From an optimization exercise on the open Yosys and OpenROAD flow, aimed at small area, a short achievable clock period and few clock cycles per item; shortcuts taken in it are not production practice. The RTL was checked by simulation tests, not by an equivalence proof against the original design.

==> flow/design.v <==
`default_nettype none
package keccak_pkg;
  localparam int lane_w     = 64;
  localparam int n_rounds   = 24;
  localparam int rate_w     = 1088;
  localparam int capacity_w = 512;
  typedef logic [25*lane_w-1:0] state_t;
  typedef logic [lane_w-1:0] lane_t;
  typedef logic [4:0] round_idx_t;
  typedef enum logic {
    idle,
    run
  } perm_state_e;
  function automatic lane_t round_const(round_idx_t r);
    case (r)
      5'd0: round_const = 64'h0000_0000_0000_0001;
      5'd1: round_const = 64'h0000_0000_0000_8082;
      5'd2: round_const = 64'h8000_0000_0000_808a;
      5'd3: round_const = 64'h8000_0000_8000_8000;
      5'd4: round_const = 64'h0000_0000_0000_808b;
      5'd5: round_const = 64'h0000_0000_8000_0001;
      5'd6: round_const = 64'h8000_0000_8000_8081;
      5'd7: round_const = 64'h8000_0000_0000_8009;
      5'd8: round_const = 64'h0000_0000_0000_008a;
      5'd9: round_const = 64'h0000_0000_0000_0088;
      5'd10: round_const = 64'h0000_0000_8000_8009;
      5'd11: round_const = 64'h0000_0000_8000_000a;
      5'd12: round_const = 64'h0000_0000_8000_808b;
      5'd13: round_const = 64'h8000_0000_0000_008b;
      5'd14: round_const = 64'h8000_0000_0000_8089;
      5'd15: round_const = 64'h8000_0000_0000_8003;
      5'd16: round_const = 64'h8000_0000_0000_8002;
      5'd17: round_const = 64'h8000_0000_0000_0080;
      5'd18: round_const = 64'h0000_0000_0000_800a;
      5'd19: round_const = 64'h8000_0000_8000_000a;
      5'd20: round_const = 64'h8000_0000_8000_8081;
      5'd21: round_const = 64'h8000_0000_0000_8080;
      5'd22: round_const = 64'h0000_0000_8000_0001;
      5'd23: round_const = 64'h8000_0000_8000_8008;
      default: round_const = '0;
    endcase
  endfunction
  function automatic int unsigned rho_offset(int unsigned i);
    case (i)
      0: rho_offset = 0;
      1: rho_offset = 1;
      2: rho_offset = 62;
      3: rho_offset = 28;
      4: rho_offset = 27;
      5: rho_offset = 36;
      6: rho_offset = 44;
      7: rho_offset = 6;
      8: rho_offset = 55;
      9: rho_offset = 20;
      10: rho_offset = 3;
      11: rho_offset = 10;
      12: rho_offset = 43;
      13: rho_offset = 25;
      14: rho_offset = 39;
      15: rho_offset = 41;
      16: rho_offset = 45;
      17: rho_offset = 15;
      18: rho_offset = 21;
      19: rho_offset = 8;
      20: rho_offset = 18;
      21: rho_offset = 2;
      22: rho_offset = 61;
      23: rho_offset = 56;
      24: rho_offset = 14;
      default: rho_offset = 0;
    endcase
  endfunction
  function automatic lane_t lane_byte_swap(lane_t v);
    lane_t r;
    for (int b = 0; b < lane_w / 8; b++)
    begin
      r[b*8 +: 8] = v[(lane_w/8 - 1 - b)*8 +: 8];
    end
    lane_byte_swap = r;
  endfunction
endpackage
`default_nettype wire
`default_nettype none
package miner_pkg;
  localparam int header_w     = 608;
  localparam int nonce_w      = 32;
  localparam int target_w     = 64;
  localparam int digest_w     = 256;
  localparam int digest_lanes = 4;
  typedef logic [header_w-1:0] header_t;
  typedef logic [nonce_w-1:0]  nonce_t;
  typedef logic [target_w-1:0] target_t;
  typedef logic [digest_w-1:0] digest_t;
  typedef struct packed {
    header_t header;
    nonce_t  nonce;
  } msg_t;
  localparam logic [7:0] pad_first_byte = 8'h01;
  localparam logic [7:0] pad_last_byte  = 8'h80;
endpackage
`default_nettype wire
`default_nettype none
module keccak_pad
(
  input  miner_pkg::msg_t   msg,
  output keccak_pkg::state_t state
);
  logic [keccak_pkg::rate_w-1:0] rate_block;
  logic [keccak_pkg::rate_w-1:0] rate_lanes;
  assign rate_block = {
    msg,
    miner_pkg::pad_first_byte,
    {(keccak_pkg::rate_w - (miner_pkg::header_w + miner_pkg::nonce_w) - 16){1'b0}},
    miner_pkg::pad_last_byte
  };
  always_comb
  begin
    for (int w = 0; w < keccak_pkg::rate_w / keccak_pkg::lane_w; w++)
    begin
      rate_lanes[w*keccak_pkg::lane_w +: keccak_pkg::lane_w] = keccak_pkg::lane_byte_swap(rate_block[w*keccak_pkg::lane_w +: keccak_pkg::lane_w]);
    end
  end
  assign state = {rate_lanes, {keccak_pkg::capacity_w{1'b0}}};
endmodule
`default_nettype wire
`default_nettype none
module keccak_round
(
  input  keccak_pkg::state_t     state_in,
  input  keccak_pkg::round_idx_t round,
  output keccak_pkg::state_t     state_out
);
  keccak_pkg::lane_t a   [5][5];
  keccak_pkg::lane_t b   [5][5];
  keccak_pkg::lane_t chi [5][5];
  keccak_pkg::lane_t par [5];
  keccak_pkg::lane_t mix [5];
  function automatic keccak_pkg::lane_t rotl(keccak_pkg::lane_t v, int unsigned n);
    rotl = (v << n) | (v >> (keccak_pkg::lane_w - n));
  endfunction
  always_comb
  begin
    for (int y = 0; y < 5; y++)
    begin
      for (int x = 0; x < 5; x++)
      begin
        a[x][y] = state_in[(24 - (5*y + x))*keccak_pkg::lane_w +: keccak_pkg::lane_w];
      end
    end
    for (int x = 0; x < 5; x++)
    begin
      par[x] = a[x][0] ^ a[x][1] ^ a[x][2] ^ a[x][3] ^ a[x][4];
    end
    for (int x = 0; x < 5; x++)
    begin
      mix[x] = par[(x + 4) % 5] ^ rotl(par[(x + 1) % 5], 1);
    end
    for (int y = 0; y < 5; y++)
    begin
      for (int x = 0; x < 5; x++)
      begin
        b[y][(2*x + 3*y) % 5] = rotl(a[x][y] ^ mix[x], keccak_pkg::rho_offset(5*y + x));
      end
    end
    for (int y = 0; y < 5; y++)
    begin
      for (int x = 0; x < 5; x++)
      begin
        chi[x][y] = b[x][y] ^ (~b[(x + 1) % 5][y] & b[(x + 2) % 5][y]);
      end
    end
    chi[0][0] = chi[0][0] ^ keccak_pkg::round_const(round);
    for (int y = 0; y < 5; y++)
    begin
      for (int x = 0; x < 5; x++)
      begin
        state_out[(24 - (5*y + x))*keccak_pkg::lane_w +: keccak_pkg::lane_w] = chi[x][y];
      end
    end
  end
endmodule
`default_nettype wire
`default_nettype none
module keccak_permutation
(
  input  logic   clk,
  input  logic   arst_n,
  input  logic   start,
  input  keccak_pkg::state_t init_state,
  output logic   busy,
  output logic   load,
  output logic   perm_done,
  output keccak_pkg::state_t perm_state
);
  logic                    load_q;
  logic                    last_q;
  keccak_pkg::round_idx_t  round_q;
  keccak_pkg::state_t      state_q;
  keccak_pkg::state_t      round_out;
  assign load = load_q;
  assign busy = !load_q;
  keccak_round round0 (
    .state_in  (state_q),
    .round     (round_q),
    .state_out (round_out)
  );
  always_ff @(posedge clk or negedge arst_n)
  begin
    if (!arst_n)
    begin
      load_q  <= 1'b1;
      last_q  <= 1'b0;
      round_q <= '0;
    end
    else
    begin
      if (load_q)
      begin
        load_q  <= !start;
        last_q  <= 1'b0;
        round_q <= '0;
      end
      else
      begin
        load_q  <= (round_q == keccak_pkg::round_idx_t'(keccak_pkg::n_rounds - 2));
        last_q  <= (round_q == keccak_pkg::round_idx_t'(keccak_pkg::n_rounds - 2));
        round_q <= round_q + 1'b1;
      end
    end
  end
  always_ff @(posedge clk)
  begin
    if (load_q)
      state_q <= init_state;
    else
      state_q <= round_out;
  end
  assign perm_done  = last_q;
  assign perm_state = round_out;
endmodule
`default_nettype wire
`default_nettype none
module hash_target_check
(
  input  logic    clk,
  input  logic    arst_n,
  input  logic    perm_done,
  input  keccak_pkg::state_t  perm_state,
  input  miner_pkg::target_t target,
  output logic    done,
  output miner_pkg::digest_t digest,
  output logic    match
);
  miner_pkg::digest_t digest_next;
  logic                match_next;
  logic                held;
  miner_pkg::target_t  target_held;
  always_comb
  begin
    for (int i = 0; i < miner_pkg::digest_lanes; i++)
    begin
      digest_next[(miner_pkg::digest_lanes - 1 - i)*keccak_pkg::lane_w +: keccak_pkg::lane_w] =
        keccak_pkg::lane_byte_swap(perm_state[(24 - i)*keccak_pkg::lane_w +: keccak_pkg::lane_w]);
    end
  end
  logic [63:0] gt_l0, eq_l0;
  logic [31:0] gt_l1, eq_l1;
  logic [15:0] gt_l2, eq_l2;
  logic [7:0]  gt_l3, eq_l3;
  logic [7:0]  gt_q, eq_q;
  logic [3:0]  gt_l4, eq_l4;
  logic [1:0]  gt_l5, eq_l5;
  logic        cmp_q;
  always_comb
  begin
    for (int i = 0; i < 64; i++)
    begin
      gt_l0[i] = digest[i] & ~target_held[i];
      eq_l0[i] = ~(digest[i] ^ target_held[i]);
    end
    for (int i = 0; i < 32; i++)
    begin
      gt_l1[i] = gt_l0[2*i+1] | (eq_l0[2*i+1] & gt_l0[2*i]);
      eq_l1[i] = eq_l0[2*i+1] & eq_l0[2*i];
    end
    for (int i = 0; i < 16; i++)
    begin
      gt_l2[i] = gt_l1[2*i+1] | (eq_l1[2*i+1] & gt_l1[2*i]);
      eq_l2[i] = eq_l1[2*i+1] & eq_l1[2*i];
    end
    for (int i = 0; i < 8; i++)
    begin
      gt_l3[i] = gt_l2[2*i+1] | (eq_l2[2*i+1] & gt_l2[2*i]);
      eq_l3[i] = eq_l2[2*i+1] & eq_l2[2*i];
    end
    for (int i = 0; i < 4; i++)
    begin
      gt_l4[i] = gt_q[2*i+1] | (eq_q[2*i+1] & gt_q[2*i]);
      eq_l4[i] = eq_q[2*i+1] & eq_q[2*i];
    end
    for (int i = 0; i < 2; i++)
    begin
      gt_l5[i] = gt_l4[2*i+1] | (eq_l4[2*i+1] & gt_l4[2*i]);
      eq_l5[i] = eq_l4[2*i+1] & eq_l4[2*i];
    end
    match_next = ~(gt_l5[1] | (eq_l5[1] & gt_l5[0]));
  end
  always_ff @(posedge clk or negedge arst_n)
  begin
    if (!arst_n)
    begin
      held  <= 1'b0;
      cmp_q <= 1'b0;
      done  <= 1'b0;
    end
    else
    begin
      held  <= perm_done;
      cmp_q <= held;
      done  <= cmp_q;
    end
  end
  always_ff @(posedge clk)
  begin
    target_held <= target;
    gt_q        <= gt_l3;
    eq_q        <= eq_l3;
    match       <= match_next;
    if (perm_done)
      digest <= digest_next;
  end
endmodule
`default_nettype wire
`default_nettype none
module keccak_miner_core
(
  input  logic          clk,
  input  logic          arst_n,
  input  logic          start,
  input  logic [607:0]  header,
  input  logic [31:0]   nonce,
  input  logic [63:0]   target,
  output logic          busy,
  output logic          done,
  output logic          match,
  output logic [255:0]  digest
);
  miner_pkg::msg_t   msg;
  keccak_pkg::state_t init_state;
  keccak_pkg::state_t perm_state;
  logic   perm_done;
  logic   load;
  miner_pkg::target_t target_q;
  always_ff @(posedge clk)
  begin
    if (load)
      target_q <= target;
  end
  assign msg.header = header;
  assign msg.nonce  = nonce;
  keccak_pad pad0 (
    .msg   (msg),
    .state (init_state)
  );
  keccak_permutation perm0 (
    .clk        (clk),
    .arst_n     (arst_n),
    .start      (start),
    .init_state (init_state),
    .busy       (busy),
    .load       (load),
    .perm_done  (perm_done),
    .perm_state (perm_state)
  );
  hash_target_check check0 (
    .clk        (clk),
    .arst_n     (arst_n),
    .perm_done  (perm_done),
    .perm_state (perm_state),
    .target     (target_q),
    .done       (done),
    .digest     (digest),
    .match      (match)
  );
endmodule
`default_nettype wire
==> flow/flow/run.sh <==
#!/bin/bash
# The standard layout, with every input and output port buffered by the
# smallest buffer cell instead of the one buffer_ports picks by default.
set -euo pipefail
export BUFFER_PORTS_ARGS="-buffer_cell sky130_fd_sc_hd__buf_1"
bash standard.sh > standard_flow.log 2>&1
==> flow/standard.sh <==
#!/bin/bash
# synth_recipe.tcl (not shown) runs the flow's synth.tcl, then flattens the netlist and writes it again
# the make line also repeats each setting of config.mk as NAME=value (left out here)
make -C /OpenROAD-flow-scripts/flow DESIGN_CONFIG=/design/flow/config.mk WORK_HOME=/design/flow/orfs CLKGATE_MAP_FILE= SYNTH_SCRIPT=/design/flow/synth_recipe.tcl "${@:-finish}"
==> flow/config.mk <==
export PLATFORM = sky130hd
export DESIGN_NAME = keccak_miner_core
export DESIGN_NICKNAME = keccak_miner_core
export VERILOG_FILES = /design/flow/design.v
export SDC_FILE = /design/flow/constraint.sdc
export NUM_CORES = 4
export LEC_CHECK = 0
export CAP_MARGIN = 20
export CORE_MARGIN = 2
export CORE_UTILIZATION = 45
export SETUP_SLACK_MARGIN = 1.8
export SLEW_MARGIN = 20
==> flow/constraint.sdc <==
create_clock -name core_clock -period 5.0 [get_ports {clk}]
set_input_delay 1.0000 -clock core_clock [delete_from_list [all_inputs] [get_ports {clk}]]
set_output_delay 1.0000 -clock core_clock [all_outputs]
set_load 0.01 [all_outputs]
==> flow_summary.yaml, run 1 <==
worst_setup_path:
  crit_chain: "xnor2_1, xnor2_1, xnor2_1, xnor2_2, xor2_4, nand2b_1, xnor2_1, mux2_2"
  cp_common_cell: "xnor2_1"
  required_ns: 5.80
  worstSetupPathType: "reg2reg"
  worst-path-buf-inv: 0
  arrival_ns: 4.38
  crit_fanout: 5
  slowest_stage: "xor2_4"
  r2r-start: "perm0.state_q[1024]"
  cpPeakStageDelay_ns: 0.88
  crit_path_end_kind: "flip-flop"
  critPathLaunchType: "flip-flop"
  startpoint: "perm0.state_q[1024]"
  worst_path_dominant_cell_family: "XOR/XNOR gates"
placed_design:
  io_buffers: 965
  post-place-ws_ns: 0.979
  place_hpwl_mm: 644
  globalplace.congestion: 1.31
routing:
  avgRoutedWirePerCell_um: 46.5
  wirelength_mm: 740
  via_count: 94601
  first_pass_iters: 9
  via_per_inst: 5.94
  ant_nets: 0
  route.detailed.drc: 0
  initialDrtViolationCount: 15897
timing:
  worst_pin_slew_ns: 1.59
  fin_ws_ns: 1.41
  finalMaxSlewViolations: 4
  setup_viol: 0
  hold_viol_final: 0
  rsz0062_at_grt: "true"
  min_period_ns: 3.59
  fmax_mhz: 279
  post-route-period-util: 0.717
  setup_tns_ns: 0
  clock_skew_ns: 0.0544
  slew-limit-headroom: -0.0670
worst_hold_path:
  hp-class: "in2async"
status:
  status: "failed layout checks"
  so.violations: "max-capacitance violations, max-slew violations"
grt:
  grt_max_degree: 131
  grt_pass1_vias: 85373
  grt_pass1_wl_mm: 911
  antenna_found_initial: 97
  grt_util_all_layers: 0.591
  gr-total-overflow: 0
cells_and_area:
  syn2layout_area_growth_pct: 26.4
  fillers: 20661
  final_nets: 13204
  drive_gt1_frac: 0.170
synthesis:
  synth_area_per_cell_um2: 9.85
  synth.largest_area_cell: "dfxtp_1"
  synth_cells: 10904
  synth_edf_count: 320
  ys_top_cells_by_count: "xnor2_1, dfxtp_1, nor2_1, xor2_1, nand2_1"
  netlist_area_um2: 107000
  synth.ff_latch_count: 2010
  synth_top_area_frac: 0.313
  syn-num-nets: 11680
  ys_types: 33
  synth_most_common_cell: "xnor2_1"
  synth-seq-area-share: 0.405
  ys.flop_type: "dfxtp_1"
  synthTopCellsByArea: "dfxtp_1, xnor2_1, edfxtp_1"
  yosys_warnings: 10
  async_flop_share: 0.00498
floorplan:
  io_pins: 966
  core_area_um2: 238000
  rows: 179
  initial_utilization: 0.452
  dieHeight_um: 493
  die_area_um2: 243000
  die_x_um: 493
clocking:
  clock_latency_ns: 0.95
  clk_pin_slew_ns: 0.07
  cts_root_buffer: "clkbuf_16"
  htreeDepth: 4
  cts_hold_buf: 0
  cts.sinks: 2010
  tritoncts.num_buffers: 228
  clock_path_buffers: 3
  cts_tree: "built"
run:
  cap_viol_max_count: 1
## path summary, 6_finish.rpt
path / endpoint / depth (start not counted) / slack (ns)
max: perm0.state_q[1516] / 8 / 1.41
min: perm0.round_q[2] / 1 / 0.03
max reg2reg: perm0.state_q[1516] / 8 / 1.41
min reg2reg: check0.target_held[26] / 0 / 0.34
max in group asynchronous: perm0.last_q / 1 / 4.57
min in group core_clock: target_q[3] / 1 / 0.22
## metal layers
metal  up-vias  global-route usage  routed length (µm)
met5         -              0.0250                3700
met4        52               0.592               93500
met3      2326               0.353              124000
met2      8664               0.756              272000
met1     46423               0.651              247000
li1      37136                   -                   -
## through the flow
stage	hold WS [ns]	instances	util	instance area (µm²)
3_5_place_dp	0.327	15313	0.513	122000
5_1_grt	0.0805	15817	0.570	135000
3_3_place_gp	0.324	15305	0.510	121000
2_1_floorplan	0.323	10904	-	107000
6_report	0.0286	15923	0.571	136000
4_1_cts	0.0287	15758	0.557	132000
## state kept, by name, summed over array words and instances, names as in the netlist, 5 cells and up
register	cells
check0.eq_q	7
check0.target_held	64
check0.gt_q	8
perm0.state_q	1600
target_q	64
check0.digest	256
perm0.round_q	5
## final cells by class
class                           instances  area [µm²]  area share
Timing Repair Buffer                 1520        8510      0.0627
Clock inverter                        123        1590      0.0117
Sequential cell                      2010       43500       0.320
Antenna cell                          122         305     0.00225
Clock buffer                          313        6460      0.0476
Tap cell                             3167        3960      0.0292
Inverter                               67         264     0.00194
Multi-Input combinational cell       8601       71200       0.524
## layout by cell type, fill, tap and decap left out, types with 18 or more instances in the layout
master and n:
ha_1 69, bufinv_16 30, o21ai_0 385, clkbuf_1 45, clkbuf_8 37, diode_2 122
edfxtp_1 320, nor2_1 1430, xor2_2 117, nand2b_1 391, xnor2_4 166, xnor2_1 2908
nand2_1 845, clkbuf_16 231, xor2_4 64, clkinvlp_4 18, xnor2_2 599, dfxtp_1 1677
clkinv_2 42, a21o_1 37, xor2_1 956, nor2b_1 314, buf_12 54, buf_1 965
buf_4 491, mux2_2 256, inv_1 66
## kinds of logic after synthesis
| family | synth area share |
|---|---|
| xor+xnor | 0.405 |
| simple gates | 0.122 |
| flops | 0.405 |
| compound gates | 0.0227 |
| buf+inv | 0.0102 |
| mux | 0.0272 |
| fa+ha+maj | 0.00804 |
## repair_timing
item,4_1_cts,5_1_grt
pin swaps,6,31
hold endpoints to repair,0,0
buffers inserted,9,38
endpoints found under the setup margin,486,373
resized for setup,266,237
Testbench counts, summed over its fixed seeds: cycles 4,632, items 192.
==> run 2, diff against run 1 <==
--- a/flow/config.mk
+++ b/flow/config.mk
@@ -8,5 +8,5 @@
 export CAP_MARGIN = 20
 export CORE_MARGIN = 2
 export CORE_UTILIZATION = 45
-export SETUP_SLACK_MARGIN = 1.8
+export SETUP_SLACK_MARGIN = 2.2
 export SLEW_MARGIN = 20
==> flow_summary.yaml, run 2 <==
status:
  status: "finished clean"
synthesis:
  syn-num-nets: 11680
  synth_cells: 10904
  synthXorXnorAreaFrac: 0.405
  async_flop_share: 0.00498
  synth-seq-area-share: 0.405
  synth_top_area_frac: 0.313
  synth_most_common_cell: "xnor2_1"
  muxShareOfSynthArea: 0.0272
  ys.flop_type: "dfxtp_1"
  synth_edf_count: 320
  synth.ff_latch_count: 2010
  netlist_area_um2: 107000
  synth_top_family_by_area: "XOR/XNOR gates"
  yosys_warnings: 10
  synth.largest_area_cell: "dfxtp_1"
  synth_adder_area_share: 0.00804
  ys_top_cells_by_count: "xnor2_1, dfxtp_1, nor2_1, xor2_1, nand2_1"
  ys_types: 33
  yosys.area_share.simple: 0.122
  synth-compound-area-share: 0.0227
  synth_area_per_cell_um2: 9.85
  synthTopCellsByArea: "dfxtp_1, xnor2_1, edfxtp_1"
worst_setup_path:
  arrival_ns: 3.80
  worst_path_dominant_cell_family: "XOR/XNOR gates"
  required_ns: 5.77
  cpPeakStageDelay_ns: 0.63
  crit_fanout: 4
  crit_chain: "xnor2_1, xnor2_1, xnor2_2, xnor2_4, buf_4, xnor2_1, buf_4, nand2b_1, xnor2_1, nor2_1"
  crit_path_end_kind: "flip-flop"
  cp_common_cell: "xnor2_1"
  worst-path-buf-inv: 2
  worstSetupPathType: "reg2reg"
  critPathLaunchType: "flip-flop"
  slowest_stage: "dfxtp_1"
placed_design:
  io_buffers: 965
  dpl-instance-area_um2: 121000
  post-place-cells: 15280
  place_hpwl_mm: 641
  globalplace.congestion: 1.35
routing:
  route.detailed.drc: 0
  wl_met2_mm: 273
  via_per_inst: 5.93
  avgRoutedWirePerCell_um: 45.6
  highest_layer: "met5"
  ant_nets: 0
  initialDrtViolationCount: 15546
  wirelength_mm: 750
  via_count: 97677
  first_pass_iters: 9
  wl_met1_mm: 243
  dr_wl_met3_mm: 131
cells_and_area:
  stdcell_count: 16463
  syn2layout_area_growth_pct: 42.3
  top_register: "perm0.state_q"
  final_nets: 13791
  regArea_um2: 43600
  final_common_cell: "xnor2_1"
  drive_gt1_frac: 0.256
  largestRegisters: "perm0.state_q: 1600 flops, check0.digest: 256 flops"
  fillers: 18701
  largest_reg_flops: 1600
  design_area_um2: 153000
  layout_common_cells: "xnor2_1, dfxtp_1, nor2_1"
  multi_input_area_um2: 81000
timing:
  clock_skew_ns: 0.0330
  hold_viol_final: 0
  setup_viol: 0
  slew-limit-headroom: 0.247
  fmax_mhz: 330
  finalMaxSlewViolations: 0
  setup_tns_ns: 0
  min_period_ns: 3.03
  post-route-period-util: 0.607
  rsz0062_at_grt: "true"
  worst_pin_slew_ns: 1.13
grt:
  grt_util_all_layers: 0.595
  antenna_found_initial: 86
  grt_max_degree: 181
  grt_pass1_wl_mm: 919
  gr-total-overflow: 0
  grt_pass1_vias: 87679
clocking:
  clock_path_buffers: 3
  htreeDepth: 4
  tritoncts.num_buffers: 226
  cts_tree: "built"
  clock_latency_ns: 0.92
  cts.sinks: 2010
  cts_root_buffer: "clkbuf_16"
  clk_pin_slew_ns: 0.06
floorplan:
  die_x_um: 493
  io_pins: 966
  die_area_um2: 243000
  core_area_um2: 238000
  dieHeight_um: 493
  rows: 179
  initial_utilization: 0.452
worst_hold_path:
  hp-class: "in2async"
run:
  cap_viol_max_count: 0
run 2: cell counts after synthesis:
No cell type changed its count.
run 2: per-stage QoR:
step	hold slack, ns	setup WS [ns]	util
floorplan	0.323	2.23	-
global placement	0.324	1.11	0.509
detailed placement	0.327	1.21	0.511
CTS	0.168	1.88	0.604
global route	0.233	1.96	0.643
finish	0.173	1.97	0.643
run 2: kinds of logic (layout without fill, tap and decap cells):
kind of cell / after synthesis / in the layout
mux: 259 / 259
flops: 2010 / 2010
compound gates: 462 / 462
xor+xnor: 4810 / 4810
simple gates: 3001 / 3001
buf+inv: 293 / 2606
other cells: 0 / 79
fa+ha+maj: 69 / 69
run 2: metal layers:
layer	GRT usage	vias up
met1	0.631	47787
li1	-	38257
met2	0.753	8798
met4	0.616	70
met3	0.387	2765
met5	0.0890	-
run 2: final cells by class:
class / count / share of cell area
Clock inverter: 140 / 0.0104
Tap cell: 3167 / 0.0259
Timing Repair Buffer: 2108 / 0.104
Multi-Input combinational cell: 8601 / 0.530
Clock buffer: 290 / 0.0412
Inverter: 67 / 0.00182
Sequential cell: 2010 / 0.285
Antenna cell: 79 / 0.00129
Timing Repair inverter: 1 / 0.0000736
run 2: what timing repair did:
| item | 4_1_cts | 5_1_grt |
|---|---|---|
| pin swaps | 185 | 276 |
| resized for setup | 1194 | 538 |
| hold buffers | 0 | 0 |
| setup endpoints to repair | 1570 | 1140 |
| gates cloned | 0 | 1 |
| setup buffers | 260 | 412 |
| hold endpoints to repair | 0 | 0 |
run 2: final timing paths:
check | startpoint | to | slack, ns | depth (start not counted)
min in group core_clock | start | perm0.load_q | 0.24 | 2
max in group asynchronous | arst_n | perm0.last_q | 4.21 | 1
hold / removal | arst_n | check0.done | 0.17 | 1
setup / recovery | perm0.state_q[1192] | perm0.state_q[210] | 1.97 | 10
hold reg to reg | target_q[18] | check0.target_held[18] | 0.32 | 0
setup reg to reg | perm0.state_q[1192] | perm0.state_q[210] | 1.97 | 10
run 2: worst register-to-register path: stages, from the launching register on:
cell and delay [ns]:
dfxtp_1 0.63, xnor2_1 0.17, xnor2_1 0.36, xnor2_2 0.25
xnor2_4 0.42, buf_4 0.19, xnor2_1 0.17, buf_4 0.30
nand2b_1 0.17, xnor2_1 0.16, nor2_1 0.07
==> run 3, diff against run 2 <==
--- a/flow/design.v
+++ b/flow/design.v
@@ -193,12 +193,13 @@
   output keccak_pkg::state_t perm_state
 );
   logic                    load_q;
+  logic                    busy_q;
   logic                    last_q;
   keccak_pkg::round_idx_t  round_q;
   keccak_pkg::state_t      state_q;
   keccak_pkg::state_t      round_out;
   assign load = load_q;
-  assign busy = !load_q;
+  assign busy = busy_q;
   keccak_round round0 (
     .state_in  (state_q),
     .round     (round_q),
@@ -209,6 +210,7 @@
     if (!arst_n)
     begin
       load_q  <= 1'b1;
+      busy_q  <= 1'b0;
       last_q  <= 1'b0;
       round_q <= '0;
     end
@@ -217,12 +219,14 @@
       if (load_q)
       begin
         load_q  <= !start;
+        busy_q  <= start;
         last_q  <= 1'b0;
         round_q <= '0;
       end
       else
       begin
         load_q  <= (round_q == keccak_pkg::round_idx_t'(keccak_pkg::n_rounds - 2));
+        busy_q  <= (round_q != keccak_pkg::round_idx_t'(keccak_pkg::n_rounds - 2));
         last_q  <= (round_q == keccak_pkg::round_idx_t'(keccak_pkg::n_rounds - 2));
         round_q <= round_q + 1'b1;
       end
--- a/flow/config.mk
+++ b/flow/config.mk
@@ -5,8 +5,8 @@
 export SDC_FILE = /design/flow/constraint.sdc
 export NUM_CORES = 4
 export LEC_CHECK = 0
-export CAP_MARGIN = 20
+export CAP_MARGIN = 40
 export CORE_MARGIN = 2
 export CORE_UTILIZATION = 45
-export SETUP_SLACK_MARGIN = 2.2
-export SLEW_MARGIN = 20
+export SETUP_SLACK_MARGIN = 1.8
+export SLEW_MARGIN = 40
==> flow_summary.yaml, run 3 <==
status:
  status: "finished clean"
synthesis:
  synth_top_area_frac: 0.314
  synth-seq-area-share: 0.406
  ys_top_cells_by_count: "xnor2_1, dfxtp_1, nor2_1, xor2_1, nand2_1"
  synth.ff_latch_count: 2011
  synth_area_per_cell_um2: 9.83
  netlist_area_um2: 107000
  synthTopCellsByArea: "dfxtp_1, xnor2_1, edfxtp_1"
  synth_edf_count: 320
  yosys_warnings: 10
  synth_most_common_cell: "xnor2_1"
  async_flop_share: 0.00547
  synth.largest_area_cell: "dfxtp_1"
  ys.flop_type: "dfxtp_1"
  ys_types: 34
  synth_cells: 10907
  syn-num-nets: 11683
clocking:
  clk_pin_slew_ns: 0.07
  cts_hold_buf: 0
  htreeDepth: 4
  clock_path_buffers: 3
  tritoncts.num_buffers: 226
  cts.sinks: 2011
  cts_root_buffer: "clkbuf_16"
  clock_latency_ns: 0.94
  cts_tree: "built"
cells_and_area:
  syn2layout_area_growth_pct: 27.7
  largestRegisters: "perm0.state_q: 1600 flops, check0.digest: 256 flops"
  final_common_cell: "xnor2_1"
  final_util: 0.577
  drive_gt1_frac: 0.174
  final_nets: 13191
  top_register: "perm0.state_q"
  design_area_um2: 137000
  layout_common_cells: "xnor2_1, dfxtp_1, nor2_1"
  largest_reg_flops: 1600
routing:
  avgRoutedWirePerCell_um: 45.9
  first_pass_iters: 10
  via_per_inst: 5.93
  ant_nets: 0
  route.detailed.drc: 0
  wirelength_mm: 728
  via_count: 94106
  initialDrtViolationCount: 15515
timing:
  worst_pin_slew_ns: 1.08
  setup_viol: 0
  rsz0062_at_grt: "true"
  setup_tns_ns: 0
  slew-limit-headroom: 0.277
  hold_viol_final: 0
  post-route-period-util: 0.685
  min_period_ns: 3.43
  clock_skew_ns: 0.0438
  finalMaxSlewViolations: 0
  fmax_mhz: 292
worst_setup_path:
  crit_path_end_kind: "flip-flop"
  cp_common_cell: "xnor2_1"
  crit_chain: "xnor2_1, xnor2_1, xnor2_2, xnor2_2, buf_4, buf_4, xnor2_1, buf_4, nor2b_1, xnor2_1, nor2_1"
  arrival_ns: 4.21
  slowest_stage: "dfxtp_1"
  cpPeakStageDelay_ns: 0.73
  required_ns: 5.78
  worstSetupPathType: "reg2reg"
  critPathLaunchType: "flip-flop"
  crit_fanout: 3
placed_design:
  io_buffers: 965
  dpl-instance-area_um2: 126000
  globalplace.congestion: 1.36
  place_hpwl_mm: 636
grt:
  grt_util_all_layers: 0.581
  grt_pass1_vias: 86790
  grt_pass1_wl_mm: 898
  gr-total-overflow: 0
  grt_max_degree: 128
  antenna_found_initial: 79
floorplan:
  io_pins: 966
  die_area_um2: 242000
  dieHeight_um: 492
  initial_utilization: 0.452
  die_x_um: 492
  rows: 179
  core_area_um2: 237000
worst_hold_path:
  hp-class: "in2async"
run:
  cap_viol_max_count: 0
[run 3: worst paths after layout]
| kind | to | cells past startpoint | from | slack [ns] |
|---|---|---|---|---|
| max | perm0.state_q[617] | 11 | perm0.state_q[1476] | 1.57 |
| min | check0.done | 1 | arst_n | 0.1 |
| max reg2reg | perm0.state_q[617] | 11 | perm0.state_q[1476] | 1.57 |
| min reg2reg | check0.target_held[18] | 0 | target_q[18] | 0.31 |
| max in group asynchronous | perm0.last_q | 1 | arst_n | 4.39 |
| min in group core_clock | target_q[24] | 1 | target[24] | 0.23 |
[run 3: cell families after synthesis]
family / Yosys count / share of synthesized area
flip-flops: 2011 / 0.406
multiplexers: 260 / 0.0275
adder cells (fa/ha/maj): 69 / 0.00805
AND/OR/NAND/NOR: 2999 / 0.122
AO/OA/AOI/OAI: 461 / 0.0226
XOR/XNOR: 4810 / 0.404
buffers and inverters: 297 / 0.0104
[run 3: timing repair]
item / CTS / global route
buffers inserted: 20 / 30
gates resized for setup: 105 / 86
pin swaps: 16 / 21
cloned: 0 / 0
setup endpoints to repair: 171 / 204
[run 3: routing by layer]
layer  share of wire  up-vias  track usage  routed length (µm)
met3            0.17     2412        0.355              123000
met5          0.0029        -       0.0593                2120
met1            0.33    46144        0.626              241000
met2            0.37     8400        0.748              268000
li1                -    37106            -                   -
met4            0.13       44        0.591               93700
[run 3: area by class of cell]
class                   count  area [µm²]
multi-input cells        8599       72800
clock inverters           131        1500
inverters                  71         267
repair buffers           1506        8420
clock buffers             297        6300
diodes                     81         203
well taps                3167        3960
flip-flops and latches   2011       43500
fillers                 20499      100000
[run 3: worst max-delay path, delay by kind of cell (launching register included)]
kind,cells,cell delay (ns)
flops,1,0.73
simple gates,2,0.25
xor+xnor,6,1.58
buf+inv,3,0.71
[run 3: stage by stage]
step           hold WS (ns)  cells  worst slack [ns]
6_report             0.0966  15863              1.57
5_1_grt               0.147  15788              1.69
4_1_cts              0.0932  15749              1.63
3_5_place_dp          0.327  15301              1.19
3_3_place_gp          0.325  15294             0.813
2_1_floorplan         0.323  10907              2.33
Testbench counts of run 3, summed over its fixed seeds: cycles 4,632, items 192.
==> run 4, diff against run 3 <==
==> flow/config.mk (replaced) <==
export PLATFORM = sky130hd
export DESIGN_NAME = keccak_miner_core
export DESIGN_NICKNAME = keccak_miner_core
export VERILOG_FILES = /design/flow/design.v
export SDC_FILE = /design/flow/constraint.sdc
export NUM_CORES = 4
export LEC_CHECK = 0
export CAP_MARGIN = 30
export CORE_MARGIN = 2
export CORE_UTILIZATION = 50
export SETUP_SLACK_MARGIN = 2.2
export SLEW_MARGIN = 30
==> flow_summary.yaml, run 4 <==
timing:
  finalMaxSlewViolations: 0
  clock_skew_ns: 0.0748
  min_period_ns: 3.10
  worst_pin_slew_ns: 1.20
  fmax_mhz: 323
  setup_viol: 0
  rsz0062_at_grt: "true"
  hold_viol_final: 0
  post-route-period-util: 0.620
  setup_tns_ns: 0
  slew-limit-headroom: 0.195
grt:
  antenna_found_initial: 91
  grt_util_all_layers: 0.624
  grt_max_degree: 116
  gr-total-overflow: 0
  grt_pass1_vias: 87656
  grt_pass1_wl_mm: 873
synthesis:
  async_flop_share: 0.00547
  synth_area_per_cell_um2: 9.83
  yosys_warnings: 10
  ys_top_cells_by_count: "xnor2_1, dfxtp_1, nor2_1, xor2_1, nand2_1"
  syn-num-nets: 11683
  synth_cells: 10907
  synthTopCellsByArea: "dfxtp_1, xnor2_1, edfxtp_1"
  synth_edf_count: 320
  synth-seq-area-share: 0.406
  synth_top_area_frac: 0.314
  synth_most_common_cell: "xnor2_1"
  ys.flop_type: "dfxtp_1"
  synth.ff_latch_count: 2011
  synth.largest_area_cell: "dfxtp_1"
  ys_types: 34
  netlist_area_um2: 107000
worst_setup_path:
  crit_chain: "xor2_1, xnor2_1, xnor2_2, xnor2_2, xor2_1, buf_4, nand2b_1, xnor2_1, o21ai_0"
  worstSetupPathType: "reg2reg"
  worst_path_dominant_cell_family: "XOR/XNOR gates"
  critPathLaunchType: "flip-flop"
  cpPeakStageDelay_ns: 0.50
  required_ns: 5.80
  slowest_stage: "dfxtp_1"
  arrival_ns: 3.90
  crit_path_end_kind: "flip-flop"
  worst-path-buf-inv: 1
  crit_fanout: 5
placed_design:
  io_buffers: 965
  globalplace.congestion: 1.34
  place_hpwl_mm: 600
  post-place-cells: 14929
routing:
  ant_nets: 0
  via_count: 99612
  wirelength_mm: 712
  initialDrtViolationCount: 17659
  route.detailed.drc: 0
  first_pass_iters: 10
  via_per_inst: 6.20
  avgRoutedWirePerCell_um: 44.3
floorplan:
  core_area_um2: 214000
  rows: 170
  die_x_um: 467
  die_area_um2: 218000
  dieHeight_um: 467
  io_pins: 966
  initial_utilization: 0.501
cells_and_area:
  stdcell_count: 16073
  drive_gt1_frac: 0.246
  largestRegisters: "perm0.state_q: 1600 flops, check0.digest: 256 flops"
  multi_input_area_um2: 79900
  regArea_um2: 43600
  final_common_cell: "xnor2_1"
  layout_common_cells: "xnor2_1, dfxtp_1, nor2_1"
  fillers: 15500
  top_register: "perm0.state_q"
  syn2layout_area_growth_pct: 40.5
  final_nets: 13729
  largest_reg_flops: 1600
clocking:
  cts.sinks: 2011
  htreeDepth: 4
  clock_path_buffers: 3
  cts_root_buffer: "clkbuf_16"
  clock_latency_ns: 0.99
  tritoncts.num_buffers: 221
  cts_hold_buf: 0
  clk_pin_slew_ns: 0.06
  cts_tree: "built"
worst_hold_path:
  hp-class: "in2async"
run:
  cap_viol_max_count: 0
status:
  status: "finished clean"
[run 4: cell counts after synthesis]
No cell type changed its count.
[run 4: layout make-up]
| class | instances | share of cell area |
|---|---|---|
| clock inverter | 148 | 0.0124 |
| timing repair buffer | 2049 | 0.101 |
| antenna | 81 | 0.00134 |
| multi-input combinational | 8599 | 0.530 |
| sequential | 2011 | 0.289 |
| clock buffer | 276 | 0.0402 |
| tap | 2838 | 0.0236 |
| inverter | 71 | 0.00177 |
[run 4: kinds of logic (layout without fill, tap and decap cells)]
group           Yosys count  after routing  synth area share
flops                  2011           2011             0.406
simple gates           2999           2999             0.122
xor+xnor               4810           4810             0.404
fa+ha+maj                69             69           0.00805
mux                     260            260            0.0275
compound gates          461            461            0.0226
other cells               0             81                 0
buf+inv                 297           2544            0.0104
[run 4: per-stage QoR]
step           hold WS, ns   util  worst slack (ns)  instance area, µm²
6_report            0.0377  0.704              1.90              151000
5_1_grt              0.110  0.704              1.89              151000
2_1_floorplan        0.323      -              2.33              107000
3_5_place_dp         0.327  0.570              1.11              122000
4_1_cts             0.0970  0.660              1.89              141000
3_3_place_gp         0.324  0.560             0.786              120000
[run 4: per-layer routing]
| layer | global-route usage | part of all wire | up-vias |
|---|---|---|---|
| met1 | 0.638 | 0.31 | 48245 |
| met4 | 0.650 | 0.14 | 86 |
| li1 | - | - | 38176 |
| met3 | 0.422 | 0.18 | 3389 |
| met5 | 0.103 | 0.0069 | - |
| met2 | 0.802 | 0.36 | 9716 |
[run 4: worst paths after layout]
| path | startpoint | endpoint | slack (ns) | cells after the start |
|---|---|---|---|---|
| max | perm0.state_q[506] | perm0.state_q[1128] | 1.90 | 9 |
| min | arst_n | perm0.last_q | 0.04 | 1 |
| max reg2reg | perm0.state_q[506] | perm0.state_q[1128] | 1.90 | 9 |
| min reg2reg | target_q[29] | check0.target_held[29] | 0.32 | 0 |
| max in group asynchronous | arst_n | perm0.last_q | 4.51 | 1 |
| min in group core_clock | target[0] | target_q[0] | 0.19 | 1 |
[run 4: worst register-to-register path, stage by stage, from the launching register on]
cell	delay (ns)
dfxtp_1	0.50
xor2_1	0.37
xnor2_1	0.18
xnor2_2	0.39
xnor2_2	0.25
xor2_1	0.21
buf_4	0.37
nand2b_1	0.16
xnor2_1	0.14
o21ai_0	0.35
[run 4: repair_timing]
action,CTS,global route
pin swaps,162,277
resized for setup,961,521
endpoints found under the setup margin,1448,1135
setup buffers,214,424
==> run 5, diff against run 4 <==
--- a/flow/config.mk
+++ b/flow/config.mk
@@ -8,5 +8,5 @@
 export CAP_MARGIN = 30
 export CORE_MARGIN = 2
 export CORE_UTILIZATION = 50
-export SETUP_SLACK_MARGIN = 2.2
+export SETUP_SLACK_MARGIN = 2.0
 export SLEW_MARGIN = 30
==> flow_summary.yaml, run 5 <==
worst_setup_path:
  crit_path_end_kind: "flip-flop"
  crit_fanout: 5
  rr_worst_depth: 8
  critPathLaunchType: "flip-flop"
  required_ns: 5.77
  arrival_ns: 4.14
  worstSetupPathType: "reg2reg"
timing:
  hold_viol_final: 0
  setup_tns_ns: 0
  fmax_mhz: 297
  post-route-period-util: 0.674
  worst_pin_slew_ns: 1.28
  min_period_ns: 3.37
  rsz0062_at_grt: "true"
  finalMaxSlewViolations: 0
  clock_skew_ns: 0.0538
  setup_viol: 0
  slew-limit-headroom: 0.143
run:
  cap_viol_max_count: 0
grt:
  antenna_found_initial: 84
  grt_util_all_layers: 0.617
  grt_pass1_vias: 86237
  grt_max_degree: 116
  gr-total-overflow: 0
  grt_pass1_wl_mm: 864
routing:
  route.detailed.drc: 0
  avgRoutedWirePerCell_um: 44.7
  initialDrtViolationCount: 15947
  via_per_inst: 6.15
  via_count: 96067
  first_pass_iters: 10
  wirelength_mm: 698
  ant_nets: 0
placed_design:
  place_hpwl_mm: 600
  io_buffers: 965
  globalplace.congestion: 1.34
synthesis:
  yosys_warnings: 10
  synth_area_per_cell_um2: 9.83
  synth.ff_latch_count: 2011
  synth_cells: 10907
  ys.flop_type: "dfxtp_1"
  synth-seq-area-share: 0.406
  synth.largest_area_cell: "dfxtp_1"
  ys_top_cells_by_count: "xnor2_1, dfxtp_1, nor2_1, xor2_1, nand2_1"
  ys_types: 34
  syn-num-nets: 11683
  synth_top_area_frac: 0.314
  async_flop_share: 0.00547
  synth_edf_count: 320
  netlist_area_um2: 107000
  synthTopCellsByArea: "dfxtp_1, xnor2_1, edfxtp_1"
  synth_most_common_cell: "xnor2_1"
clocking:
  clock_latency_ns: 0.93
  clk_pin_slew_ns: 0.06
  clock_path_buffers: 3
  cts_hold_buf: 0
  cts.sinks: 2011
  cts_tree: "built"
  cts_root_buffer: "clkbuf_16"
  tritoncts.num_buffers: 221
  htreeDepth: 4
floorplan:
  rows: 170
  initial_utilization: 0.501
  io_pins: 966
  die_x_um: 467
  core_area_um2: 214000
  dieHeight_um: 467
  die_area_um2: 218000
cells_and_area:
  final_common_cell: "xnor2_1"
  fillers: 16991
  largest_reg_flops: 1600
  final_util: 0.653
  layout_common_cells: "xnor2_1, dfxtp_1, nor2_1"
  syn2layout_area_growth_pct: 30.3
  top_register: "perm0.state_q"
  final_nets: 13253
  multi_input_area_um2: 74300
  regArea_um2: 43500
  drive_gt1_frac: 0.187
  largestRegisters: "perm0.state_q: 1600 flops, check0.digest: 256 flops"
status:
  status: "finished clean"
worst_hold_path:
  hp-class: "in2async"
run 5: final timing paths:
path | startpoint | to | slack, ns
max in group asynchronous | arst_n | perm0.last_q | 4.45
hold reg to reg | target_q[29] | check0.target_held[29] | 0.32
setup reg to reg | perm0.state_q[1346] | perm0.state_q[413] | 1.63
hold / removal | arst_n | perm0.last_q | 0.09
min in group core_clock | target[13] | target_q[13] | 0.25
setup / recovery | perm0.state_q[1346] | perm0.state_q[413] | 1.63
run 5: cell families after synthesis:
logic type,synth area share
XOR/XNOR,0.404
AND/OR/NAND/NOR,0.122
flip-flops,0.406
AO/OA/AOI/OAI,0.0226
buffers and inverters,0.0104
multiplexers,0.0275
adder cells (fa/ha/maj),0.00805
run 5: through the flow:
stage               setup WS (ns)  hold WS, ns  area (µm²)  std cells
floorplan                    2.33        0.323      107000      10907
global placement            0.786        0.324      120000      14923
detailed placement           1.11        0.327      122000      14929
CTS                          1.77       0.0970      134000      15408
global route                 1.77        0.134      139000      15536
finish                       1.63       0.0895      140000      15618
run 5: cell type report:
class,count,area share
Clock buffer,276,0.0433
Antenna cell,102,0.00183
Clock inverter,148,0.0134
Inverter,71,0.00191
Multi-Input combinational cell,8599,0.532
Tap cell,2838,0.0254
Timing Repair Buffer,1573,0.0706
Sequential cell,2011,0.312
run 5: layer usage:
layer,track usage,vias up,share of wire
met2,0.793,9245,0.37
met1,0.628,46442,0.32
met5,0.0867,-,0.0056
li1,-,37235,-
met4,0.642,68,0.13
met3,0.425,3077,0.18
run 5: what timing repair did:
| action | in CTS | in global routing |
|---|---|---|
| setup endpoints to repair | 767 | 709 |
| buffers inserted | 55 | 106 |
| resized for setup | 417 | 355 |
| pin swaps | 41 | 90 |
run 5: worst max-delay path, cell delays in order (launching register included):
cell and delay, ns:
dfxtp_1 0.61, xnor2_1 0.16, xnor2_1 0.16, xnor2_1 0.53
xor2_2 0.33, xnor2_2 0.89, nor2_1 0.17, xor2_1 0.30
nor2_1 0.07
==> run 6, diff against run 5 <==
--- a/flow/config.mk
+++ b/flow/config.mk
@@ -7,6 +7,8 @@
 export LEC_CHECK = 0
 export CAP_MARGIN = 30
 export CORE_MARGIN = 2
-export CORE_UTILIZATION = 50
-export SETUP_SLACK_MARGIN = 2.0
+export CORE_UTILIZATION = 45
+export CTS_CLUSTER_DIAMETER = 90
+export CTS_CLUSTER_SIZE = 22
+export SETUP_SLACK_MARGIN = 2.2
 export SLEW_MARGIN = 30
==> flow_summary.yaml, run 6 <==
clocking:
  clk_pin_slew_ns: 0.09
  cts_hold_buf: 0
  clock_path_buffers: 3
  cts_root_buffer: "clkbuf_16"
  cts.sinks: 2011
  clock_latency_ns: 0.89
  htreeDepth: 4
  cts_tree: "built"
  tritoncts.num_buffers: 135
routing:
  avgRoutedWirePerCell_um: 45.3
  initialDrtViolationCount: 16224
  via_count: 97143
  wirelength_mm: 738
  via_per_inst: 5.97
  first_pass_iters: 10
  route.detailed.drc: 0
  ant_nets: 0
synthesis:
  syn-num-nets: 11683
  ys_top_cells_by_count: "xnor2_1, dfxtp_1, nor2_1, xor2_1, nand2_1"
  synth_area_per_cell_um2: 9.83
  async_flop_share: 0.00547
  synth_cells: 10907
  synth.largest_area_cell: "dfxtp_1"
  synthTopCellsByArea: "dfxtp_1, xnor2_1, edfxtp_1"
  ys_types: 34
  ys.flop_type: "dfxtp_1"
  netlist_area_um2: 107000
  synth-seq-area-share: 0.406
  synth_edf_count: 320
  synth.ff_latch_count: 2011
  yosys_warnings: 10
  synth_most_common_cell: "xnor2_1"
  synth_top_area_frac: 0.314
timing:
  finalMaxSlewViolations: 0
  clock_skew_ns: 0.0401
  holdWs_ns: 0.163
  min_period_ns: 3.12
  slew-limit-headroom: 0.0860
  setup_viol: 0
  post-route-period-util: 0.625
  worst_pin_slew_ns: 1.36
  fmax_mhz: 320
  rsz0062_at_grt: "true"
  hold_viol_final: 0
  setup_tns_ns: 0
cells_and_area:
  final_util: 0.626
  final_common_cell: "xnor2_1"
  stdcell_count: 16277
  largestRegisters: "perm0.state_q: 1600 flops, check0.digest: 256 flops"
  drive_gt1_frac: 0.246
  syn2layout_area_growth_pct: 38.6
  final_nets: 13691
  top_register: "perm0.state_q"
  layout_common_cells: "xnor2_1, dfxtp_1, nor2_1"
  largest_reg_flops: 1600
floorplan:
  die_area_um2: 242000
  rows: 179
  initial_utilization: 0.452
  core_area_um2: 237000
  die_x_um: 492
  io_pins: 966
  dieHeight_um: 492
run:
  cap_viol_max_count: 0
placed_design:
  post-place-cells: 15309
  place_hpwl_mm: 635
  globalplace.congestion: 1.36
  io_buffers: 965
status:
  status: "finished clean"
worst_setup_path:
  critPathLaunchType: "flip-flop"
  arrival_ns: 3.88
  crit_fanout: 4
  worstSetupPathType: "reg2reg"
  crit_path_end_kind: "flip-flop"
  required_ns: 5.76
worst_hold_path:
  hp-class: "in2async"
grt:
  grt_pass1_wl_mm: 906
  gr-total-overflow: 0
  grt_util_all_layers: 0.586
  antenna_found_initial: 93
  grt_pass1_vias: 87633
  grt_max_degree: 128
==> run 6: cell counts after synthesis <==
No cell type changed its count.
==> run 6: stage by stage <==
step / area (µm²) / setup WS [ns]
final: 149000 / 1.88
after global routing: 148000 / 1.81
after CTS: 140000 / 1.98
after detailed placement: 123000 / 1.22
after global placement: 121000 / 0.813
after floorplan: 107000 / 2.33
==> run 6: area by class of cell <==
cell class	instances	area, µm²
clock buffers	172	3730
repair buffers	2097	15800
fillers	19155	88800
multi-input cells	8599	80200
clock inverters	72	786
inverters	71	267
well taps	3167	3960
diodes	88	220
flip-flops and latches	2011	43700
==> run 6: what timing repair did <==
action                     in CTS  in global routing
buffers inserted              259                377
gates resized for setup      1041                503
gates cloned                    0                  0
pin swaps                     197                275
setup endpoints to repair    1593               1015
==> run 6: per-layer routing <==
metal	global-route usage	up-vias	part of all wire
met3	0.355	2760	0.17
met2	0.751	8654	0.37
met4	0.606	48	0.13
met5	0.0597	-	0.0043
li1	-	38045	-
met1	0.632	47636	0.33
==> run 6: path summary, 6_finish.rpt <==
path | startpoint | cells past startpoint | slack, ns | endpoint
max in group asynchronous | arst_n | 1 | 4.29 | perm0.last_q
worst max-delay path | perm0.state_q[1220] | 9 | 1.88 | perm0.state_q[352]
worst min register to register | target_q[38] | 0 | 0.34 | check0.target_held[38]
min in group core_clock | target[11] | 1 | 0.27 | target_q[11]
worst min-delay path | arst_n | 1 | 0.16 | check0.held
worst max register to register | perm0.state_q[1220] | 9 | 1.88 | perm0.state_q[352]
==> run 6: kinds of logic after synthesis <==
family          share of synthesized area
xor+xnor                            0.404
simple gates                        0.122
flops                               0.406
compound gates                     0.0226
buf+inv                            0.0104
mux                                0.0275
fa+ha+maj                         0.00805
==> run 6: worst max-delay path, cell delays in order, from the launching register on <==
cell and delay (ns):
dfxtp_1 0.46, xnor2_1 0.18, xnor2_1 0.12, xnor2_2 0.33, xnor2_2 0.20, buf_4 0.23, xnor2_2 1.03, nand2b_1 0.16
xnor2_1 0.21, nor2_1 0.06
==> run 7, diff against run 6 <==
--- a/flow/config.mk
+++ b/flow/config.mk
@@ -10,5 +10,5 @@
 export CORE_UTILIZATION = 45
 export CTS_CLUSTER_DIAMETER = 90
 export CTS_CLUSTER_SIZE = 22
-export SETUP_SLACK_MARGIN = 2.2
+export SETUP_SLACK_MARGIN = 2.4
 export SLEW_MARGIN = 30
==> flow_summary.yaml, run 7 <==
placed_design:
  place_hpwl_mm: 639
  dpl-instance-area_um2: 123000
  io_buffers: 965
  globalplace.congestion: 1.33
  post-place-ws_ns: 1.15
  post-place-cells: 15307
routing:
  via_count: 104058
  avgRoutedWirePerCell_um: 45.1
  via_per_inst: 6.09
  wirelength_mm: 770
  initialDrtViolationCount: 17597
  route.detailed.drc: 0
  ant_nets: 0
  first_pass_iters: 13
synthesis:
  synth.largest_area_cell: "dfxtp_1"
  ys.flop_type: "dfxtp_1"
  ys_types: 34
  synthTopCellsByArea: "dfxtp_1, xnor2_1, edfxtp_1"
  synth_area_per_cell_um2: 9.83
  synth_cells: 10907
  ys_top_cells_by_count: "xnor2_1, dfxtp_1, nor2_1, xor2_1, nand2_1"
  synth.ff_latch_count: 2011
  netlist_area_um2: 107000
  syn-num-nets: 11683
  yosys_warnings: 10
  synth_top_area_frac: 0.314
  synth_edf_count: 320
  async_flop_share: 0.00547
  synth-seq-area-share: 0.406
  synth_most_common_cell: "xnor2_1"
clocking:
  clock_path_buffers: 3
  cts.sinks: 2011
  clk_pin_slew_ns: 0.09
  cts_root_buffer: "clkbuf_16"
  tritoncts.num_buffers: 131
  clock_latency_ns: 0.92
  cts_tree: "built"
  htreeDepth: 4
  cts_hold_buf: 0
cells_and_area:
  stdcell_count: 17081
  syn2layout_area_growth_pct: 53.1
  final_common_cell: "xnor2_1"
  design_area_um2: 164000
  largest_reg_flops: 1600
  layout_common_cells: "xnor2_1, nor2_1, buf_4"
  final_util: 0.692
  drive_gt1_frac: 0.353
  largestRegisters: "perm0.state_q: 1600 flops, check0.digest: 256 flops"
  final_nets: 14492
  top_register: "perm0.state_q"
worst_setup_path:
  worstSetupPathType: "reg2reg"
  crit_fanout: 5
  crit_chain: "xnor2_2, xnor2_1, xnor2_2, buf_4, xnor2_4, xnor2_4, nand2b_1, xnor2_1, nor2_1"
  startpoint: "perm0.state_q[1560]"
  critPathLaunchType: "flip-flop"
  required_ns: 5.79
  r2r-end: "perm0.state_q[192]"
  reg2reg_slack_ns: 2.06
  rr_worst_depth: 9
  crit_path_end_kind: "flip-flop"
  slowest_stage: "xnor2_4"
  cpPeakStageDelay_ns: 0.84
  arrival_ns: 3.74
  r2r-start: "perm0.state_q[1560]"
timing:
  rsz0062_at_grt: "true"
  fmax_mhz: 340
  setup_tns_ns: 0
  fin_ws_ns: 2.06
  worst_pin_slew_ns: 1.04
  post-route-period-util: 0.589
  holdWs_ns: 0.0988
  setup_viol: 0
  slew-limit-headroom: 0.299
  min_period_ns: 2.94
  finalMaxSlewViolations: 0
  clock_skew_ns: 0.0380
  hold_viol_final: 0
floorplan:
  die_x_um: 492
  die_area_um2: 242000
  initial_utilization: 0.452
  dieHeight_um: 492
  io_pins: 966
  rows: 179
  core_area_um2: 237000
worst_hold_path:
  hp-class: "in2async"
grt:
  grt_pass1_wl_mm: 938
  antenna_found_initial: 92
  gr-total-overflow: 0
  grt_pass1_vias: 92076
  grt_max_degree: 111
  grt_util_all_layers: 0.604
run:
  cap_viol_max_count: 0
status:
  status: "finished clean"
## run 7: cell types whose count changed in the layout (fill, tap and decap cells not counted), moves of 30 or more
cell and delta:
dfxtp_1 -415, xor2_2 +78, buf_12 +246, dfxtp_4 +70
buf_6 +98, xnor2_2 +130, xor2_1 -130, o21ai_0 -30
xor2_4 +52, nor2b_1 -30, xnor2_4 +145, buf_4 +459
dfxtp_2 +345, xnor2_1 -275
## run 7: worst max-delay path by stage
| stage | to | slack (ns) |
|---|---|---|
| finish | perm0.state_q[192] | 2.06 |
| global route | perm0.state_q[273] | 2.16 |
| CTS | perm0.state_q[1281] | 2.25 |
| detailed placement | perm0.state_q[1323] | 1.15 |
| global placement | perm0.state_q[445] | 0.72 |
| floorplan | check0.digest[0] | 2.52 |
## run 7: timing repair
item / CTS / global route
setup endpoints to repair: 1845 / 1340
pin swaps: 606 / 514
gates resized for setup: 1798 / 1064
setup buffers: 870 / 573
## run 7: worst max-delay path: cells and delay by family (launching register included)
kind / cells / cell delay (ns)
simple gates: 2 / 0.26
buf+inv: 1 / 0.18
flops: 1 / 0.36
xor+xnor: 6 / 1.99
## run 7: logic make-up after synthesis
kind of cell | after synthesis | synth area share
XOR/XNOR | 4810 | 0.404
AO/OA/AOI/OAI | 461 | 0.0226
flip-flops | 2011 | 0.406
AND/OR/NAND/NOR | 2999 | 0.122
adder cells (fa/ha/maj) | 69 | 0.00805
buffers and inverters | 297 | 0.0104
multiplexers | 260 | 0.0275
## run 7: layout make-up
cell class | instances | area, µm²
fillers | 17134 | 73200
repair buffers | 2902 | 25300
inverters | 71 | 267
clock inverters | 64 | 723
flip-flops and latches | 2011 | 44400
multi-input cells | 8599 | 85700
well taps | 3167 | 3960
clock buffers | 175 | 3710
diodes | 92 | 230
## run 7: metal layers
metal / routed length, µm / GRT usage / vias up
li1: - / - / 39537
met1: 241000 / 0.637 / 50736
met2: 284000 / 0.783 / 10134
met3: 137000 / 0.380 / 3593
met4: 106000 / 0.626 / 58
met5: 3000 / 0.0452 / -
==> run 8, diff against run 7 <==
--- a/flow/config.mk
+++ b/flow/config.mk
@@ -10,5 +10,5 @@
 export CORE_UTILIZATION = 45
 export CTS_CLUSTER_DIAMETER = 90
 export CTS_CLUSTER_SIZE = 22
-export SETUP_SLACK_MARGIN = 2.4
+export SETUP_SLACK_MARGIN = 2.0
 export SLEW_MARGIN = 30
==> flow_summary.yaml, run 8 <==
synthesis:
  muxShareOfSynthArea: 0.0275
  async_flop_share: 0.00547
  yosys_warnings: 10
  ys_types: 34
  synth_most_common_cell: "xnor2_1"
  ys.flop_type: "dfxtp_1"
  synth.largest_area_cell: "dfxtp_1"
  syn-num-nets: 11683
  synth_area_per_cell_um2: 9.83
  synth_top_area_frac: 0.314
  synth.ff_latch_count: 2011
  synth_top_family_by_area: "XOR/XNOR gates"
  synth_adder_area_share: 0.00805
  netlist_area_um2: 107000
  synth_cells: 10907
  synth-seq-area-share: 0.406
  yosys.area_share.simple: 0.122
  ys_top_cells_by_count: "xnor2_1, dfxtp_1, nor2_1, xor2_1, nand2_1"
  synthXorXnorAreaFrac: 0.404
  synth_edf_count: 320
  synthTopCellsByArea: "dfxtp_1, xnor2_1, edfxtp_1"
  synth-compound-area-share: 0.0226
cells_and_area:
  largestRegisters: "perm0.state_q: 1600 flops, check0.digest: 256 flops"
  drive_gt1_frac: 0.189
  largest_reg_flops: 1600
  layout_common_cells: "xnor2_1, dfxtp_1, nor2_1"
  final_nets: 13239
  top_register: "perm0.state_q"
  final_common_cell: "xnor2_1"
  stdcell_count: 15819
  syn2layout_area_growth_pct: 29.0
floorplan:
  dieHeight_um: 492
  core_area_um2: 237000
  rows: 179
  die_area_um2: 242000
  die_x_um: 492
  initial_utilization: 0.452
  io_pins: 966
placed_design:
  post-place-ws_ns: 1.22
  io_buffers: 965
  globalplace.congestion: 1.36
  post-place-cells: 15309
  place_hpwl_mm: 635
worst_hold_path:
  hp-class: "in2async"
clocking:
  cts.sinks: 2011
  cts_tree: "built"
  cts_root_buffer: "clkbuf_16"
  clock_latency_ns: 0.88
  cts_hold_buf: 0
  clk_pin_slew_ns: 0.10
  clock_path_buffers: 3
  tritoncts.num_buffers: 135
  htreeDepth: 4
grt:
  grt_util_all_layers: 0.581
  grt_pass1_vias: 85992
  antenna_found_initial: 83
  grt_max_degree: 128
  grt_pass1_wl_mm: 898
  gr-total-overflow: 0
routing:
  wirelength_mm: 728
  initialDrtViolationCount: 15542
  via_count: 94121
  avgRoutedWirePerCell_um: 46.0
  first_pass_iters: 9
  ant_nets: 0
  route.detailed.drc: 0
  via_per_inst: 5.95
worst_setup_path:
  required_ns: 5.71
  crit_fanout: 5
  critPathLaunchType: "flip-flop"
  worstSetupPathType: "reg2reg"
  arrival_ns: 4.00
  crit_path_end_kind: "flip-flop"
timing:
  setup_tns_ns: 0
  finalMaxSlewViolations: 0
  clock_skew_ns: 0.0356
  min_period_ns: 3.29
  hold_viol_final: 0
  setup_viol: 0
  rsz0062_at_grt: "true"
  worst_pin_slew_ns: 1.35
  slew-limit-headroom: 0.0939
  fmax_mhz: 304
  holdWs_ns: 0.145
  fin_ws_ns: 1.71
  post-route-period-util: 0.658
status:
  status: "finished clean"
run:
  cap_viol_max_count: 0
run 8: logic make-up after synthesis:
| kind of cell | after synthesis |
|---|---|
| compound gates | 461 |
| xor+xnor | 4810 |
| fa+ha+maj | 69 |
| buf+inv | 297 |
| flops | 2011 |
| mux | 260 |
| simple gates | 2999 |
run 8: per-stage QoR:
stage               area, µm²  utilization
global placement       121000        0.508
global route           138000        0.582
CTS                    133000        0.560
floorplan              107000            -
finish                 138000        0.583
detailed placement     123000        0.518
run 8: final cells by class:
class | count | area [µm²]
Inverter | 71 | 267
Sequential cell | 2011 | 43500
Tap cell | 3167 | 3960
Multi-Input combinational cell | 8599 | 75400
Clock buffer | 172 | 3730
Timing Repair Buffer | 1645 | 10400
Antenna cell | 82 | 205
Fill cell | 20275 | 99100
Clock inverter | 72 | 786
run 8: routing by layer:
metal  GRT usage  share of wire  wire length [µm]  vias to the layer above
li1            -              -                 -                    37112
met1       0.632           0.33            241000                    46263
met2       0.748           0.37            268000                     8301
met3       0.346           0.17            122000                     2391
met4       0.592           0.13             93800                       54
met5      0.0673         0.0046              3350                        -
run 8: final timing paths:
check / start / to / slack (ns) / cells after the start
max in group asynchronous: arst_n / perm0.last_q / 4.34 / 1
setup / recovery: perm0.state_q[606] / perm0.state_q[198] / 1.71 / 8
min in group core_clock: target[11] / target_q[11] / 0.29 / 1
setup reg to reg: perm0.state_q[606] / perm0.state_q[198] / 1.71 / 8
hold / removal: arst_n / perm0.round_q[2] / 0.15 / 1
hold reg to reg: target_q[6] / check0.target_held[6] / 0.34 / 0
run 8: repair_timing:
action	in CTS	in global routing
setup buffers	63	120
pin swaps	53	96
setup endpoints to repair	957	727
resized for setup	514	364
run 8: worst max-delay path, cell delays in order (launching register included):
cell and delay (ns):
dfxtp_1 0.54, xnor2_1 0.19, xnor2_1 0.14, xnor2_2 0.49, xnor2_4 0.33, xnor2_4 0.72
nand2b_1 0.14, xnor2_1 0.15, nor2_1 0.41

==> static timing again, ports no longer ideal <==
The flow's constraints put no driver on any port. The routed layouts listed below were extracted and timed again, unchanged, in two steps.
Step 1 sets driving cells, clkbuf_16 on the clock port and buf_2 on the other inputs (assumed; they add their load-dependent delay and slew).
Step 2 adds t to the input delays and takes it off the output delays; t is the mean of the earliest and latest rising clock arrival at the registers after step 1. Input paths then give back, and output paths get back, about the clock's delay inside the block.
Three values: ideal, step 1, step 2; two values: the first two.
run | t (ns) | setup WS [ns] | worst hold slack (ns) | worst setup path at the end | worst register clock-pin slew, ns | worst slew at a driven data input, ns
run 1 | 1.037 | 1.413 / 1.413 / 1.413 | 0.029 / 0.030 / 0.336 | register to register | 0.07 / 0.07 | 0.11
run 2 | 1.024 | 1.966 / 1.966 / 1.966 | 0.173 / 0.083 / 0.322 | register to register | 0.07 / 0.07 | 0.16
run 3 | 1.034 | 1.574 / 1.574 / 1.574 | 0.097 / 0.005 / 0.310 | register to register | 0.07 / 0.07 | 0.11
run 4 | 1.065 | 1.901 / 1.901 / 1.901 | 0.038 / -0.049 / 0.315 | register to register | 0.07 / 0.07 | 0.11
run 5 | 1.020 | 1.631 / 1.631 / 1.631 | 0.089 / 0.000 / 0.315 | register to register | 0.07 / 0.07 | 0.10
run 6 | 0.980 | 1.877 / 1.877 / 1.877 | 0.163 / 0.078 / 0.341 | register to register | 0.11 / 0.11 | 0.12
run 7 | 1.018 | 2.055 / 2.055 / 2.055 | 0.099 / 0.008 / 0.347 | register to register | 0.11 / 0.11 | 0.10
run 8 | 0.976 | 1.708 / 1.708 / 1.708 | 0.145 / 0.057 / 0.343 | register to register | 0.11 / 0.11 | 0.11
